From an optimization exercise on the open Yosys and OpenROAD flow, aimed at small area; shortcuts taken in it are not production practice. In this exercise RTL edits were held to simulation tests only and were not proved equivalent to the original. Power and IR drop assume default switching activity.

== old ==
==> flow/design.v <==
module clk_div_bank #(
   parameter int unsigned CHANNELS = 12,
   parameter int unsigned CNT_W    = 20,
   parameter int unsigned AW       = 4
) (
   input  logic                clk,
   input  logic                rst_n,
   input  logic                cfg_we,
   input  logic [AW-1:0]       cfg_addr,
   input  logic [CNT_W-1:0]    cfg_div,
   input  logic [CHANNELS-1:0] en,
   input  logic                sync,
   output logic [CHANNELS-1:0] cout,
   output logic [CHANNELS-1:0] tick,
   output logic [CHANNELS-1:0] cfg_pend
);
   localparam int unsigned CAP_SH = CNT_W - 1;
   localparam int unsigned HW     = CNT_W - 1;
   function automatic logic [HW-1:0] rst_half(input int unsigned idx);
      if (idx + 1 >= CAP_SH) rst_half = (HW'(1) << (CAP_SH - 1)) - HW'(1);
      else rst_half = (HW'(1) << idx) - HW'(1);
   endfunction
   logic [HW-1:0] wl_c;
   logic          wb_c;
   logic          whi_c;
   assign whi_c = |cfg_div[CNT_W-1:1];
   assign wb_c  = cfg_div[0] & whi_c;
   assign wl_c  = whi_c ? (cfg_div[CNT_W-1:1] - HW'(!cfg_div[0])) : '0;
   logic [CHANNELS-1:0] pf_q, cout_q, tick_q;
   for (genvar i = 0; i < CHANNELS; i++) begin : g_ch
      logic [HW-1:0] r_q, rn_q, l_q, l_s, pl_q;
      logic          ph_q, b_q, pb_q;
      logic          wr, fresh, rz, r_b, r_b1, bnd, rst_c, end_hi, low_c;
      logic [HW-1:0] xl;
      logic          xb;
      assign l_q    = l_s ^ rst_half(i);
      assign r_q    = ~rn_q;
      assign wr     = cfg_we && (cfg_addr == AW'(i));
      assign fresh  = !cout_q[i] && !ph_q;
      assign rz     = (r_q == '0);
      assign r_b    = (r_q == HW'(b_q));
      assign r_b1   = (r_q == HW'(b_q) + HW'(1));
      assign bnd    = !fresh && rz;
      assign rst_c  = !en[i] || sync || bnd;
      assign end_hi = !fresh && !ph_q && r_b1;
      assign low_c  = ph_q || r_b;
      assign xl = (wl_c & {HW{wr}}) | (pl_q & {HW{!wr}});
      assign xb = (wb_c & wr) | (pb_q & !wr);
      always_ff @(posedge clk) begin
         rn_q <= (fresh || end_hi) ? ~l_q : (rn_q + HW'(1));
         pl_q <= xl;
         pb_q <= xb;
      end
      always_ff @(posedge clk or negedge rst_n) begin
         if (!rst_n) begin
            ph_q      <= 1'b0;
            l_s       <= '0;
            b_q       <= 1'b0;
            pf_q[i]   <= 1'b0;
            cout_q[i] <= 1'b0;
            tick_q[i] <= 1'b0;
         end else begin
            cout_q[i] <= !rst_c && (fresh || !low_c);
            tick_q[i] <= bnd && en[i] && !sync;
            if (rst_c) begin
               ph_q    <= 1'b0;
               pf_q[i] <= 1'b0;
               if (wr || pf_q[i]) begin
                  l_s <= xl ^ rst_half(i);
                  b_q <= xb;
               end
            end else begin
               ph_q    <= !fresh && (low_c || r_b1);
               pf_q[i] <= pf_q[i] || wr;
            end
         end
      end
   end
   assign cout     = cout_q;
   assign tick     = tick_q;
   assign cfg_pend = pf_q;
endmodule
==> flow/config.mk <==
export PLATFORM = sky130hd
export DESIGN_NAME = clk_div_bank
export DESIGN_NICKNAME = clk_div_bank
export VERILOG_FILES = /design/flow/design.v
export SDC_FILE = /design/flow/constraint.sdc
export NUM_CORES = 4
export LEC_CHECK = 0
export CAP_MARGIN = 20
export CORE_MARGIN = 2
export CORE_UTILIZATION = 70
export SLEW_MARGIN = 20
==> flow/constraint.sdc <==
create_clock -name core_clock -period 5.0 [get_ports {clk}]
set_input_delay 1.0000 -clock core_clock [delete_from_list [all_inputs] [get_ports {clk}]]
set_output_delay 1.0000 -clock core_clock [all_outputs]
set_load 0.01 [all_outputs]
standard.sh (not shown) runs the stock make flow with config.mk's settings and CLKGATE_MAP_FILE= SYNTH_SCRIPT=/design/flow/synth_recipe.tcl, a recipe that flattens the netlist after the stock synthesis.
==> flow/flow/run.sh <==
#!/bin/bash
set -euo pipefail
work=$PWD
export AREA_ABC_SCRIPT=$work/flow/abc_area.script
export CTS_ARGS="-sink_clustering_enable -repair_clock_nets -sink_clustering_size 16 -sink_clustering_max_diameter 60 -buf_list sky130_fd_sc_hd__clkbuf_8 -dont_use_dummy_load"
export BUFFER_PORTS_ARGS="-buffer_cell sky130_fd_sc_hd__buf_1"
{ head -n 1 synth_recipe.tcl; cat flow/abc_proc.tcl; tail -n +2 synth_recipe.tcl; } > synth_area.tcl
sed "s|SYNTH_SCRIPT=[^ ]*|SYNTH_SCRIPT=$work/synth_area.tcl|" standard.sh > synth_area.sh
bash synth_area.sh synth > synth_make.log 2>&1
bash standard.sh > standard_make.log 2>&1
==> flow/flow/abc_area.script <==
strash
&get -n
&st
&dch
&nf -R 1000
&st
&syn2
&dch
&nf -R 1000
&st
&dch
&nf -R 1000
&put
topo
==> flow/flow/abc_proc.tcl <==
# Run ABC with this flow's area-oriented script in place of the one ORFS picks; every other
# argument (liberty, dont_use cells, constraints) is kept as ORFS sets it.
proc abc {args} {
  set i [lsearch $args -script]
  if {$i >= 0} { lset args [expr {$i + 1}] $::env(AREA_ABC_SCRIPT) }
  yosys abc {*}$args
}
Inputs modified between old and new:
--- a/flow/design.v
+++ b/flow/design.v
@@ -27,14 +27,15 @@
    assign wb_c  = cfg_div[0] & whi_c;
    assign wl_c  = whi_c ? (cfg_div[CNT_W-1:1] - HW'(!cfg_div[0])) : '0;
    logic [CHANNELS-1:0] pf_q, cout_q, tick_q;
    for (genvar i = 0; i < CHANNELS; i++) begin : g_ch
-      logic [HW-1:0] r_q, rn_q, l_q, l_s, pl_q;
-      logic          ph_q, b_q, pb_q;
+      logic [HW-1:0] r_q, rn_q, l_q, lr_q, pl_q;
+      logic          ph_q, b_q, br_q, pb_q, dflt_q, commit;
       logic          wr, fresh, rz, r_b, r_b1, bnd, rst_c, end_hi, low_c;
       logic [HW-1:0] xl;
       logic          xb;
-      assign l_q    = l_s ^ rst_half(i);
+      assign l_q    = dflt_q ? rst_half(i) : lr_q;
+      assign b_q    = br_q && !dflt_q;
       assign r_q    = ~rn_q;
       assign wr     = cfg_we && (cfg_addr == AW'(i));
       assign fresh  = !cout_q[i] && !ph_q;
       assign rz     = (r_q == '0);
@@ -43,20 +44,24 @@
       assign bnd    = !fresh && rz;
       assign rst_c  = !en[i] || sync || bnd;
       assign end_hi = !fresh && !ph_q && r_b1;
       assign low_c  = ph_q || r_b;
+      assign commit = rst_c && (wr || pf_q[i]);
       assign xl = (wl_c & {HW{wr}}) | (pl_q & {HW{!wr}});
       assign xb = (wb_c & wr) | (pb_q & !wr);
       always_ff @(posedge clk) begin
          rn_q <= (fresh || end_hi) ? ~l_q : (rn_q + HW'(1));
+         if (commit) begin
+            lr_q <= xl;
+            br_q <= xb;
+         end
          pl_q <= xl;
          pb_q <= xb;
       end
       always_ff @(posedge clk or negedge rst_n) begin
          if (!rst_n) begin
             ph_q      <= 1'b0;
-            l_s       <= '0;
-            b_q       <= 1'b0;
+            dflt_q    <= 1'b1;
             pf_q[i]   <= 1'b0;
             cout_q[i] <= 1'b0;
             tick_q[i] <= 1'b0;
          end else begin
@@ -64,12 +69,9 @@
             tick_q[i] <= bnd && en[i] && !sync;
             if (rst_c) begin
                ph_q    <= 1'b0;
                pf_q[i] <= 1'b0;
-               if (wr || pf_q[i]) begin
-                  l_s <= xl ^ rst_half(i);
-                  b_q <= xb;
-               end
+               if (wr || pf_q[i]) dflt_q <= 1'b0;
             end else begin
                ph_q    <= !fresh && (low_c || r_b1);
                pf_q[i] <= pf_q[i] || wr;
             end
--- outcome ---
Every stage of the flow completed for new, and the final layout passed the timing, DRC and antenna checks.
Count of unique library cells instantiated by Yosys: old and new compared, lower one is old
Final worst clock skew was higher in the run labelled new.
new vs old — total power after layout dropped about 23%.
Comparing old and new, the lower achievable clock frequency is on new.
[compare] base=old new=new: clock latency at the later pin of the worst-skew pair closely matched the old numbers, final area went down, combinational power went down by about 60%.

## what the ideal ports hide
The results above use ideal ports. As a check the final layouts listed here were re-extracted and re-timed, cells and wires unchanged. Step 1 sets driving cells, clkbuf_16 on the clock port and buf_2 on the other inputs (assumed; they add their load-dependent delay and slew). Step 2 moves the port delays by t, midway between the first and last clock arrival at a register: inputs arrive t later, outputs are due t later. That takes back most of the time a late clock gives input paths. a / b / c = ideal / step 1 / step 2; a / b = the first two.
run	t (ns)	setup WS [ns]	cell pins on the clock port's net
old	0.718	1.522 / 1.522 / 0.853	1
new	0.707	1.466 / 1.495 / 0.789	1
After both steps every run listed still meets setup and hold. For new, which loses most, drivers alone change the setup slack by +0.029 ns; drivers and shift together by -0.677 ns.
